This design comes from an exercise in tuning for small area, a short achievable clock period and few clock cycles per item on the open sky130 flow, not from production work.
Only simulation tests tie the RTL to the original design; equivalence was not proved.
Power is estimated from default activity; no workload was simulated.

==> inputs of trial 6 <==
// dot_engine_top
module dot_engine_top (
  input wire logic clk,
  input wire logic reset,
  input wire logic w_wr,
  input wire logic [dot_pkg::ADDR_W-1:0] w_addr,
  input wire logic [dot_pkg::WORD_W-1:0] w_data,
  input wire logic start,
  input wire logic [dot_pkg::ADDR_W-1:0] vec_last,
  input wire logic act_valid,
  input wire logic [dot_pkg::WORD_W-1:0] act_data,
  output logic busy,
  output logic done,
  output logic signed [dot_pkg::RES_W-1:0] result
);
==> flow/config.mk <==
export PLATFORM = sky130hd
export DESIGN_NAME = dot_engine_top
export DESIGN_NICKNAME = dot_engine_top
export VERILOG_FILES = /design/flow/design.v
export SDC_FILE = /design/flow/constraint.sdc
export NUM_CORES = 4
export LEC_CHECK = 0
export CAP_MARGIN = 20
export CORE_MARGIN = 2
export CORE_UTILIZATION = 65
export CTS_CLUSTER_DIAMETER = 80
export CTS_CLUSTER_SIZE = 30
export SETUP_SLACK_MARGIN = 2.6
export SLEW_MARGIN = 20
==> flow/constraint.sdc <==
create_clock -name core_clock -period 5.0 [get_ports {clk}]
set_input_delay 1.0000 -clock core_clock [delete_from_list [all_inputs] [get_ports {clk}]]
set_output_delay 1.0000 -clock core_clock [all_outputs]
set_load 0.01 [all_outputs]
standard.sh (not shown) runs the stock make flow with config.mk's settings and CLKGATE_MAP_FILE= SYNTH_SCRIPT=/design/flow/synth_recipe.tcl, a recipe that flattens the netlist after the stock synthesis.
==> flow/flow/run.sh <==
#!/bin/bash
# The standard layout (the standard.sh), except that the buffers that
# buffer_ports puts on every input and output port are buf_1 cells; the
# resizer sizes them up where timing needs it.
set -euo pipefail
bash standard.sh "BUFFER_PORTS_ARGS=-buffer_cell sky130_fd_sc_hd__buf_1" finish > flow_standard.log 2>&1
==> trial 61 (differences from trial 6) <==
--- a/flow/config.mk
+++ b/flow/config.mk
@@ -9,3 +9,3 @@
 export CORE_MARGIN = 2
-export CORE_UTILIZATION = 65
+export CORE_UTILIZATION = 50
 export CTS_CLUSTER_DIAMETER = 80
==> comparison <==
Against trial 6, the total power of trial 61 is lower by 0.34%.
In synthesized area, trial 6 and trial 61 do not differ.
Cell count: trial 61 is larger than trial 6 (about 6%).
Global-route usage: trial 6 is higher than trial 61 (7.8 points).
Sequential share of layout area is about the same in trial 61 and trial 6.
In synthesized cell count, trial 6 and trial 61 do not differ.
In critical path depth, trial 6 and trial 61 do not differ.
In flip-flop and latch count, trial 6 and trial 61 do not differ.
In design area, trial 6 and trial 61 hardly differ.
Testbench counts of trial 6, summed over its fixed seeds: cycles 14,859, items 1,280.
Testbench counts of trial 61, summed over its fixed seeds: cycles 14,859, items 1,280.

==> fjord <==
dot_engine_top, a different RTL version from the one above (not shown whole).
export LEC_CHECK = 0
export CAP_MARGIN = 20
export CORE_MARGIN = 2
export CORE_UTILIZATION = 65
export CTS_CLUSTER_DIAMETER = 80
export CTS_CLUSTER_SIZE = 30
export SETUP_SLACK_MARGIN = 2.6
export SLEW_MARGIN = 20
create_clock -name core_clock -period 5.0 [get_ports {clk}]
Scripts as last shown in full above: flow/flow/run.sh
==> raven (differences from fjord) <==
--- a/flow/design.v
+++ b/flow/design.v
@@ -15,14 +15,14 @@
 module dp_unit (
   input wire logic clk,
   input wire logic [31:0] act_data,
   input wire logic [31:0] w_word,
   input wire logic enc_load,
   input wire logic cut_vld,
-  output logic [17:0] p_out,
-  output logic [17:0] g_out
+  output logic [17:0] x_out,
+  output logic [17:0] y_out
 );
   logic [3:0][3:0] one_q;
   logic [3:0][3:0] two_q;
   logic [3:0][3:0] neg_q;
   logic [3:0][3:0] one_d;
   logic [3:0][3:0] two_d;
@@ -600,14 +600,14 @@
   assign cc3_266 = (sc1_213 & cc2_236) | (sc1_213 & sc2_237) | (cc2_236 & sc2_237);
   assign sc3_267 = cc1_214 ^ cc2_238 ^ sc2_239;
   assign cc3_268 = (cc1_214 & cc2_238) | (cc1_214 & sc2_239) | (cc2_238 & sc2_239);
   assign sc3_269 = cut_q[75] ^ cut_q[76] ^ cc2_240;
   assign cc3_270 = (cut_q[75] & cut_q[76]) | (cut_q[75] & cc2_240) | (cut_q[76] & cc2_240);
   logic [76:0] cut_q;
-  logic [17:0] p_q;
-  logic [17:0] g_q;
+  logic [17:0] x_q;
+  logic [17:0] y_q;
   always_ff @(posedge clk) begin
       cut_q[0] <= sb1_93;
       cut_q[1] <= sb0_3;
       cut_q[2] <= cb1_94;
       cut_q[3] <= sb1_95;
       cut_q[4] <= sb0_7;
@@ -682,51 +682,51 @@
       cut_q[73] <= cb1_156;
       cut_q[74] <= sb1_157;
       cut_q[75] <= cb0_92;
       cut_q[76] <= cb1_158;
   end
   always_ff @(posedge clk) begin
-      p_q[0] <= cut_vld & (cut_q[0] ^ 1'b0);
-      p_q[1] <= cut_vld & (cut_q[3] ^ sc3_241);
-      p_q[2] <= cut_vld & (cc3_242 ^ sc3_243);
-      p_q[3] <= cut_vld & (cc3_244 ^ sc3_245);
-      p_q[4] <= cut_vld & (cc3_246 ^ sc3_247);
-      p_q[5] <= cut_vld & (cc3_248 ^ sc3_249);
-      p_q[6] <= cut_vld & (cc3_250 ^ sc3_251);
-      p_q[7] <= cut_vld & (cc3_252 ^ sc3_253);
-      p_q[8] <= cut_vld & (cc3_254 ^ sc3_255);
-      p_q[9] <= cut_vld & (cc3_256 ^ sc3_257);
-      p_q[10] <= cut_vld & (cc3_258 ^ sc3_259);
-      p_q[11] <= cut_vld & (cc3_260 ^ sc3_261);
-      p_q[12] <= cut_vld & (cc3_262 ^ sc3_263);
-      p_q[13] <= cut_vld & (cc3_264 ^ sc3_265);
-      p_q[14] <= cut_vld & (cc3_266 ^ sc3_267);
-      p_q[15] <= cut_vld & (cc3_268 ^ sc3_269);
-      p_q[16] <= cut_vld & (cc3_270 ^ 1'b0);
-      p_q[17] <= cut_vld & (1'b0 ^ 1'b0);
-      g_q[0] <= cut_vld & cut_q[0] & 1'b0;
-      g_q[1] <= cut_vld & cut_q[3] & sc3_241;
-      g_q[2] <= cut_vld & cc3_242 & sc3_243;
-      g_q[3] <= cut_vld & cc3_244 & sc3_245;
-      g_q[4] <= cut_vld & cc3_246 & sc3_247;
-      g_q[5] <= cut_vld & cc3_248 & sc3_249;
-      g_q[6] <= cut_vld & cc3_250 & sc3_251;
-      g_q[7] <= cut_vld & cc3_252 & sc3_253;
-      g_q[8] <= cut_vld & cc3_254 & sc3_255;
-      g_q[9] <= cut_vld & cc3_256 & sc3_257;
-      g_q[10] <= cut_vld & cc3_258 & sc3_259;
-      g_q[11] <= cut_vld & cc3_260 & sc3_261;
-      g_q[12] <= cut_vld & cc3_262 & sc3_263;
-      g_q[13] <= cut_vld & cc3_264 & sc3_265;
-      g_q[14] <= cut_vld & cc3_266 & sc3_267;
-      g_q[15] <= cut_vld & cc3_268 & sc3_269;
-      g_q[16] <= cut_vld & cc3_270 & 1'b0;
-      g_q[17] <= cut_vld & 1'b0 & 1'b0;
+      x_q[0] <= cut_vld & cut_q[0];
+      x_q[1] <= cut_vld & cut_q[3];
+      x_q[2] <= cut_vld & cc3_242;
+      x_q[3] <= cut_vld & cc3_244;
+      x_q[4] <= cut_vld & cc3_246;
+      x_q[5] <= cut_vld & cc3_248;
+      x_q[6] <= cut_vld & cc3_250;
+      x_q[7] <= cut_vld & cc3_252;
+      x_q[8] <= cut_vld & cc3_254;
+      x_q[9] <= cut_vld & cc3_256;
+      x_q[10] <= cut_vld & cc3_258;
+      x_q[11] <= cut_vld & cc3_260;
+      x_q[12] <= cut_vld & cc3_262;
+      x_q[13] <= cut_vld & cc3_264;
+      x_q[14] <= cut_vld & cc3_266;
+      x_q[15] <= cut_vld & cc3_268;
+      x_q[16] <= cut_vld & cc3_270;
+      x_q[17] <= cut_vld & 1'b0;
+      y_q[0] <= cut_vld & 1'b0;
+      y_q[1] <= cut_vld & sc3_241;
+      y_q[2] <= cut_vld & sc3_243;
+      y_q[3] <= cut_vld & sc3_245;
+      y_q[4] <= cut_vld & sc3_247;
+      y_q[5] <= cut_vld & sc3_249;
+      y_q[6] <= cut_vld & sc3_251;
+      y_q[7] <= cut_vld & sc3_253;
+      y_q[8] <= cut_vld & sc3_255;
+      y_q[9] <= cut_vld & sc3_257;
+      y_q[10] <= cut_vld & sc3_259;
+      y_q[11] <= cut_vld & sc3_261;
+      y_q[12] <= cut_vld & sc3_263;
+      y_q[13] <= cut_vld & sc3_265;
+      y_q[14] <= cut_vld & sc3_267;
+      y_q[15] <= cut_vld & sc3_269;
+      y_q[16] <= cut_vld & 1'b0;
+      y_q[17] <= cut_vld & 1'b0;
   end
-  assign p_out = p_q;
-  assign g_out = g_q;
+  assign x_out = x_q;
+  assign y_out = y_q;
 endmodule
 `default_nettype wire
 `default_nettype none
 module weight_buffer (
   input wire logic clk,
   input wire logic wr_en,
@@ -751,35 +751,35 @@
 `default_nettype wire
 `default_nettype none
 module dot_accumulator (
   input wire logic clk,
   input wire logic clear,
   input wire logic [dot_pkg::ADDR_W-1:0] vec_last,
-  input wire logic [dot_pkg::SUM_W-1:0] p_in,
-  input wire logic [dot_pkg::SUM_W-1:0] g_in,
+  input wire logic [dot_pkg::SUM_W-1:0] x_in,
+  input wire logic [dot_pkg::SUM_W-1:0] y_in,
   output logic signed [dot_pkg::RES_W-1:0] acc
 );
   logic [dot_pkg::ACC_W-1:0] acc_q;
   logic [dot_pkg::ACC_W-1:0] acc_init;
-  logic [dot_pkg::ACC_W-1:0] p_ext;
-  logic [dot_pkg::ACC_W-1:0] g_ext;
+  logic [dot_pkg::ACC_W-1:0] x_ext;
+  logic [dot_pkg::ACC_W-1:0] y_ext;
   logic [dot_pkg::ACC_W-1:0] s3;
   logic [dot_pkg::ACC_W-1:0] c3;
   assign acc = dot_pkg::RES_W'($signed(acc_q));
   always_comb begin
     acc_init = '0;
     for (int n = 0; n < dot_pkg::VEC_DEPTH; n++) begin
       if (vec_last == dot_pkg::ADDR_W'(n)) begin
         acc_init = dot_pkg::ACC_W'((n + 1) * dot_pkg::WORD_OFFSET);
       end
     end
   end
-  assign p_ext = dot_pkg::ACC_W'(p_in);
-  assign g_ext = dot_pkg::ACC_W'(g_in);
-  assign s3 = acc_q ^ p_ext;
-  assign c3 = g_ext | (acc_q & p_ext);
+  assign x_ext = dot_pkg::ACC_W'(x_in);
+  assign y_ext = dot_pkg::ACC_W'(y_in);
+  assign s3 = acc_q ^ x_ext ^ y_ext;
+  assign c3 = (acc_q & x_ext) | (acc_q & y_ext) | (x_ext & y_ext);
   logic [dot_pkg::ACC_W-1:0] pa;
   logic [dot_pkg::ACC_W-1:0] pb;
   logic [dot_pkg::ACC_W-1:0] sum;
   logic [dot_pkg::ACC_W-1:0] gen [6];
   logic [dot_pkg::ACC_W-1:0] prp [6];
   assign pa = s3;
@@ -919,25 +919,25 @@
   logic [dot_pkg::WORD_W-1:0] rd_data;
   logic acc_clear;
   logic cut_vld;
   logic enc_load;
   logic w0_bypass;
   logic [dot_pkg::WORD_W-1:0] w_next;
-  logic [dot_pkg::SUM_W-1:0] p_sum;
-  logic [dot_pkg::SUM_W-1:0] g_sum;
+  logic [dot_pkg::SUM_W-1:0] x_sum;
+  logic [dot_pkg::SUM_W-1:0] y_sum;
   dot_ctrl dot_ctrl_i (
     .clk, .reset, .start, .vec_last, .act_valid, .w_wr, .w_addr,
     .busy, .done, .buf_wr_en, .rd_sel, .enc_load, .w0_bypass, .acc_clear, .cut_vld
   );
   weight_buffer weight_buffer_i (
     .clk, .wr_en(buf_wr_en), .wr_addr(w_addr), .wr_data(w_data),
     .rd_sel, .rd_data
   );
   assign w_next = w0_bypass ? w_data : rd_data;
   dp_unit dp_unit_i (
-    .clk, .act_data, .w_word(w_next), .enc_load, .cut_vld, .p_out(p_sum), .g_out(g_sum)
+    .clk, .act_data, .w_word(w_next), .enc_load, .cut_vld, .x_out(x_sum), .y_out(y_sum)
   );
   dot_accumulator dot_accumulator_i (
-    .clk, .clear(acc_clear), .vec_last, .p_in(p_sum), .g_in(g_sum), .acc(result)
+    .clk, .clear(acc_clear), .vec_last, .x_in(x_sum), .y_in(y_sum), .acc(result)
   );
 endmodule
 `default_nettype wire
ABC_AREA = 1   (was unset)
SETUP_SLACK_MARGIN = 2.35   (was 2.6)
==> garnet (differences from fjord) <==
--- a/flow/design.v
+++ b/flow/design.v
@@ -15,14 +15,14 @@
 module dp_unit (
   input wire logic clk,
   input wire logic [31:0] act_data,
   input wire logic [31:0] w_word,
   input wire logic enc_load,
   input wire logic cut_vld,
-  output logic [17:0] p_out,
-  output logic [17:0] g_out
+  output logic [17:0] x_out,
+  output logic [17:0] y_out
 );
   logic [3:0][3:0] one_q;
   logic [3:0][3:0] two_q;
   logic [3:0][3:0] neg_q;
   logic [3:0][3:0] one_d;
   logic [3:0][3:0] two_d;
@@ -600,14 +600,14 @@
   assign cc3_266 = (sc1_213 & cc2_236) | (sc1_213 & sc2_237) | (cc2_236 & sc2_237);
   assign sc3_267 = cc1_214 ^ cc2_238 ^ sc2_239;
   assign cc3_268 = (cc1_214 & cc2_238) | (cc1_214 & sc2_239) | (cc2_238 & sc2_239);
   assign sc3_269 = cut_q[75] ^ cut_q[76] ^ cc2_240;
   assign cc3_270 = (cut_q[75] & cut_q[76]) | (cut_q[75] & cc2_240) | (cut_q[76] & cc2_240);
   logic [76:0] cut_q;
-  logic [17:0] p_q;
-  logic [17:0] g_q;
+  logic [17:0] x_q;
+  logic [17:0] y_q;
   always_ff @(posedge clk) begin
       cut_q[0] <= sb1_93;
       cut_q[1] <= sb0_3;
       cut_q[2] <= cb1_94;
       cut_q[3] <= sb1_95;
       cut_q[4] <= sb0_7;
@@ -682,51 +682,51 @@
       cut_q[73] <= cb1_156;
       cut_q[74] <= sb1_157;
       cut_q[75] <= cb0_92;
       cut_q[76] <= cb1_158;
   end
   always_ff @(posedge clk) begin
-      p_q[0] <= cut_vld & (cut_q[0] ^ 1'b0);
-      p_q[1] <= cut_vld & (cut_q[3] ^ sc3_241);
-      p_q[2] <= cut_vld & (cc3_242 ^ sc3_243);
-      p_q[3] <= cut_vld & (cc3_244 ^ sc3_245);
-      p_q[4] <= cut_vld & (cc3_246 ^ sc3_247);
-      p_q[5] <= cut_vld & (cc3_248 ^ sc3_249);
-      p_q[6] <= cut_vld & (cc3_250 ^ sc3_251);
-      p_q[7] <= cut_vld & (cc3_252 ^ sc3_253);
-      p_q[8] <= cut_vld & (cc3_254 ^ sc3_255);
-      p_q[9] <= cut_vld & (cc3_256 ^ sc3_257);
-      p_q[10] <= cut_vld & (cc3_258 ^ sc3_259);
-      p_q[11] <= cut_vld & (cc3_260 ^ sc3_261);
-      p_q[12] <= cut_vld & (cc3_262 ^ sc3_263);
-      p_q[13] <= cut_vld & (cc3_264 ^ sc3_265);
-      p_q[14] <= cut_vld & (cc3_266 ^ sc3_267);
-      p_q[15] <= cut_vld & (cc3_268 ^ sc3_269);
-      p_q[16] <= cut_vld & (cc3_270 ^ 1'b0);
-      p_q[17] <= cut_vld & (1'b0 ^ 1'b0);
-      g_q[0] <= cut_vld & cut_q[0] & 1'b0;
-      g_q[1] <= cut_vld & cut_q[3] & sc3_241;
-      g_q[2] <= cut_vld & cc3_242 & sc3_243;
-      g_q[3] <= cut_vld & cc3_244 & sc3_245;
-      g_q[4] <= cut_vld & cc3_246 & sc3_247;
-      g_q[5] <= cut_vld & cc3_248 & sc3_249;
-      g_q[6] <= cut_vld & cc3_250 & sc3_251;
-      g_q[7] <= cut_vld & cc3_252 & sc3_253;
-      g_q[8] <= cut_vld & cc3_254 & sc3_255;
-      g_q[9] <= cut_vld & cc3_256 & sc3_257;
-      g_q[10] <= cut_vld & cc3_258 & sc3_259;
-      g_q[11] <= cut_vld & cc3_260 & sc3_261;
-      g_q[12] <= cut_vld & cc3_262 & sc3_263;
-      g_q[13] <= cut_vld & cc3_264 & sc3_265;
-      g_q[14] <= cut_vld & cc3_266 & sc3_267;
-      g_q[15] <= cut_vld & cc3_268 & sc3_269;
-      g_q[16] <= cut_vld & cc3_270 & 1'b0;
-      g_q[17] <= cut_vld & 1'b0 & 1'b0;
+      x_q[0] <= cut_vld & cut_q[0];
+      x_q[1] <= cut_vld & cut_q[3];
+      x_q[2] <= cut_vld & cc3_242;
+      x_q[3] <= cut_vld & cc3_244;
+      x_q[4] <= cut_vld & cc3_246;
+      x_q[5] <= cut_vld & cc3_248;
+      x_q[6] <= cut_vld & cc3_250;
+      x_q[7] <= cut_vld & cc3_252;
+      x_q[8] <= cut_vld & cc3_254;
+      x_q[9] <= cut_vld & cc3_256;
+      x_q[10] <= cut_vld & cc3_258;
+      x_q[11] <= cut_vld & cc3_260;
+      x_q[12] <= cut_vld & cc3_262;
+      x_q[13] <= cut_vld & cc3_264;
+      x_q[14] <= cut_vld & cc3_266;
+      x_q[15] <= cut_vld & cc3_268;
+      x_q[16] <= cut_vld & cc3_270;
+      x_q[17] <= cut_vld & 1'b0;
+      y_q[0] <= cut_vld & 1'b0;
+      y_q[1] <= cut_vld & sc3_241;
+      y_q[2] <= cut_vld & sc3_243;
+      y_q[3] <= cut_vld & sc3_245;
+      y_q[4] <= cut_vld & sc3_247;
+      y_q[5] <= cut_vld & sc3_249;
+      y_q[6] <= cut_vld & sc3_251;
+      y_q[7] <= cut_vld & sc3_253;
+      y_q[8] <= cut_vld & sc3_255;
+      y_q[9] <= cut_vld & sc3_257;
+      y_q[10] <= cut_vld & sc3_259;
+      y_q[11] <= cut_vld & sc3_261;
+      y_q[12] <= cut_vld & sc3_263;
+      y_q[13] <= cut_vld & sc3_265;
+      y_q[14] <= cut_vld & sc3_267;
+      y_q[15] <= cut_vld & sc3_269;
+      y_q[16] <= cut_vld & 1'b0;
+      y_q[17] <= cut_vld & 1'b0;
   end
-  assign p_out = p_q;
-  assign g_out = g_q;
+  assign x_out = x_q;
+  assign y_out = y_q;
 endmodule
 `default_nettype wire
 `default_nettype none
 module weight_buffer (
   input wire logic clk,
   input wire logic wr_en,
@@ -751,35 +751,35 @@
 `default_nettype wire
 `default_nettype none
 module dot_accumulator (
   input wire logic clk,
   input wire logic clear,
   input wire logic [dot_pkg::ADDR_W-1:0] vec_last,
-  input wire logic [dot_pkg::SUM_W-1:0] p_in,
-  input wire logic [dot_pkg::SUM_W-1:0] g_in,
+  input wire logic [dot_pkg::SUM_W-1:0] x_in,
+  input wire logic [dot_pkg::SUM_W-1:0] y_in,
   output logic signed [dot_pkg::RES_W-1:0] acc
 );
   logic [dot_pkg::ACC_W-1:0] acc_q;
   logic [dot_pkg::ACC_W-1:0] acc_init;
-  logic [dot_pkg::ACC_W-1:0] p_ext;
-  logic [dot_pkg::ACC_W-1:0] g_ext;
+  logic [dot_pkg::ACC_W-1:0] x_ext;
+  logic [dot_pkg::ACC_W-1:0] y_ext;
   logic [dot_pkg::ACC_W-1:0] s3;
   logic [dot_pkg::ACC_W-1:0] c3;
   assign acc = dot_pkg::RES_W'($signed(acc_q));
   always_comb begin
     acc_init = '0;
     for (int n = 0; n < dot_pkg::VEC_DEPTH; n++) begin
       if (vec_last == dot_pkg::ADDR_W'(n)) begin
         acc_init = dot_pkg::ACC_W'((n + 1) * dot_pkg::WORD_OFFSET);
       end
     end
   end
-  assign p_ext = dot_pkg::ACC_W'(p_in);
-  assign g_ext = dot_pkg::ACC_W'(g_in);
-  assign s3 = acc_q ^ p_ext;
-  assign c3 = g_ext | (acc_q & p_ext);
+  assign x_ext = dot_pkg::ACC_W'(x_in);
+  assign y_ext = dot_pkg::ACC_W'(y_in);
+  assign s3 = acc_q ^ x_ext ^ y_ext;
+  assign c3 = (acc_q & x_ext) | (acc_q & y_ext) | (x_ext & y_ext);
   logic [dot_pkg::ACC_W-1:0] pa;
   logic [dot_pkg::ACC_W-1:0] pb;
   logic [dot_pkg::ACC_W-1:0] sum;
   logic [dot_pkg::ACC_W-1:0] gen [6];
   logic [dot_pkg::ACC_W-1:0] prp [6];
   assign pa = s3;
@@ -919,25 +919,25 @@
   logic [dot_pkg::WORD_W-1:0] rd_data;
   logic acc_clear;
   logic cut_vld;
   logic enc_load;
   logic w0_bypass;
   logic [dot_pkg::WORD_W-1:0] w_next;
-  logic [dot_pkg::SUM_W-1:0] p_sum;
-  logic [dot_pkg::SUM_W-1:0] g_sum;
+  logic [dot_pkg::SUM_W-1:0] x_sum;
+  logic [dot_pkg::SUM_W-1:0] y_sum;
   dot_ctrl dot_ctrl_i (
     .clk, .reset, .start, .vec_last, .act_valid, .w_wr, .w_addr,
     .busy, .done, .buf_wr_en, .rd_sel, .enc_load, .w0_bypass, .acc_clear, .cut_vld
   );
   weight_buffer weight_buffer_i (
     .clk, .wr_en(buf_wr_en), .wr_addr(w_addr), .wr_data(w_data),
     .rd_sel, .rd_data
   );
   assign w_next = w0_bypass ? w_data : rd_data;
   dp_unit dp_unit_i (
-    .clk, .act_data, .w_word(w_next), .enc_load, .cut_vld, .p_out(p_sum), .g_out(g_sum)
+    .clk, .act_data, .w_word(w_next), .enc_load, .cut_vld, .x_out(x_sum), .y_out(y_sum)
   );
   dot_accumulator dot_accumulator_i (
-    .clk, .clear(acc_clear), .vec_last, .p_in(p_sum), .g_in(g_sum), .acc(result)
+    .clk, .clear(acc_clear), .vec_last, .x_in(x_sum), .y_in(y_sum), .acc(result)
   );
 endmodule
 `default_nettype wire
SETUP_SLACK_MARGIN = 2.35   (was 2.6)
==> run summary <==
|  | garnet | fjord | raven |
|---|---|---|---|
| Largest fanout on the critical path | 20 | 2 | 21 |
| Via count normalized by instance count | 6.70 | 6.59 | 5.86 |
| Most common cell after layout, fill and taps aside | sky130_fd_sc_hd__edfxtp_1 | sky130_fd_sc_hd__edfxtp_1 | sky130_fd_sc_hd__nand2_1 |
| Later-pin clock latency in the skew report | 0.66 ns | 0.67 ns | 0.60 ns |
| Launch instance of the worst min-delay path | dp_unit_i.cut_q[0]$_DFF_P_ | dot_ctrl_i.fin_q[0]$_SDFF_PP0_ | dot_ctrl_i.fin_q[0]$_SDFF_PP0_ |
| Total chip power | 0.0162 W | 0.0182 W | 0.0168 W |
| Die footprint | 50700 sq um | 50700 sq um | 53000 sq um |
| Adder and majority gate portion of the synthesized area | 0.106 | 0.103 | 0.101 |
| Buffers & Inverters on Critical Path | 2 | 2 | 3 |
| Final Hold Slack | 0.444 ns | 0.450 ns | 0.414 ns |
| Sequential Power Share | 0.463 | 0.415 | 0.448 |
| Final clock skew | 0.0291 ns | 0.0498 ns | 0.0307 ns |
| Result of the run | complete, no violations | complete, no violations | complete, no violations |
| Number of buffers created by CTS | 31 | 30 | 34 |
| Fin util | 0.706 | 0.744 | 0.707 |
| Area after DPL | 32800 sq um | 33600 sq um | 34400 sq um |
| Average detailed-routed wire length per instance | 29.5 um | 29.5 um | 23.6 um |
| Combined area of the multi-input logic cells | 10800 sq um | 11900 sq um | 11500 sq um |
| Flip-flop and latch area | 20100 sq um | 20100 sq um | 20100 sq um |
| Final #Nets | 2547 | 2628 | 3352 |
| Worst Setup Slack, final | 2.20 ns | 2.25 ns | 2.36 ns |
| Slew @ Worst Pin | 1.06 ns | 1.09 ns | 1.06 ns |
| Area share of and/or/nand/nor cells after synthesis | 0.0488 | 0.0500 | 0.154 |
| Area Overhead vs Synth | 8.01% | 13.9% | 7.07% |
Testbench counts of fjord, summed over its fixed seeds: cycles 14,859, items 1,280.
Testbench counts of raven, summed over its fixed seeds: cycles 14,859, items 1,280.
Testbench counts of garnet, summed over its fixed seeds: cycles 14,859, items 1,280.

re-timing with driven ports:
In the flow no input, the clock included, has a driving cell. The finished layouts below were timed again as built, in two steps.
Step 1 (the two cells are an assumption about what drives the block):
set clk [get_ports {clk}]
set_driving_cell -lib_cell sky130_fd_sc_hd__clkbuf_16 $clk
set_driving_cell -lib_cell sky130_fd_sc_hd__buf_2 [delete_from_list [all_inputs] $clk]
Step 2 times the ports against the registers' clock, not the clock port: input delays grow and output delays shrink by t, the midpoint of the rising clock arrivals with the driver on.
Three values: ideal, step 1, step 2; two values: the first two.
| run | shift t [ns] | setup WS [ns] | worst setup path after step 2 |
|---|---|---|---|
| trial 6 | 0.655 | 2.271 / 2.271 / 1.900 | input to register |
| trial 61 | 0.653 | 2.217 / 2.217 / 1.883 | input to register |
| fjord | 0.708 | 2.250 / 2.250 / 1.835 | input to register |
| raven | 0.641 | 2.365 / 2.408 / 1.766 | input to register |
| garnet | 0.704 | 2.195 / 2.206 / 1.521 | input to register |
After both steps every run listed still meets setup and hold. The setup slack of garnet, which loses most, moves by +0.011 ns with the drivers and by -0.674 ns with both steps.
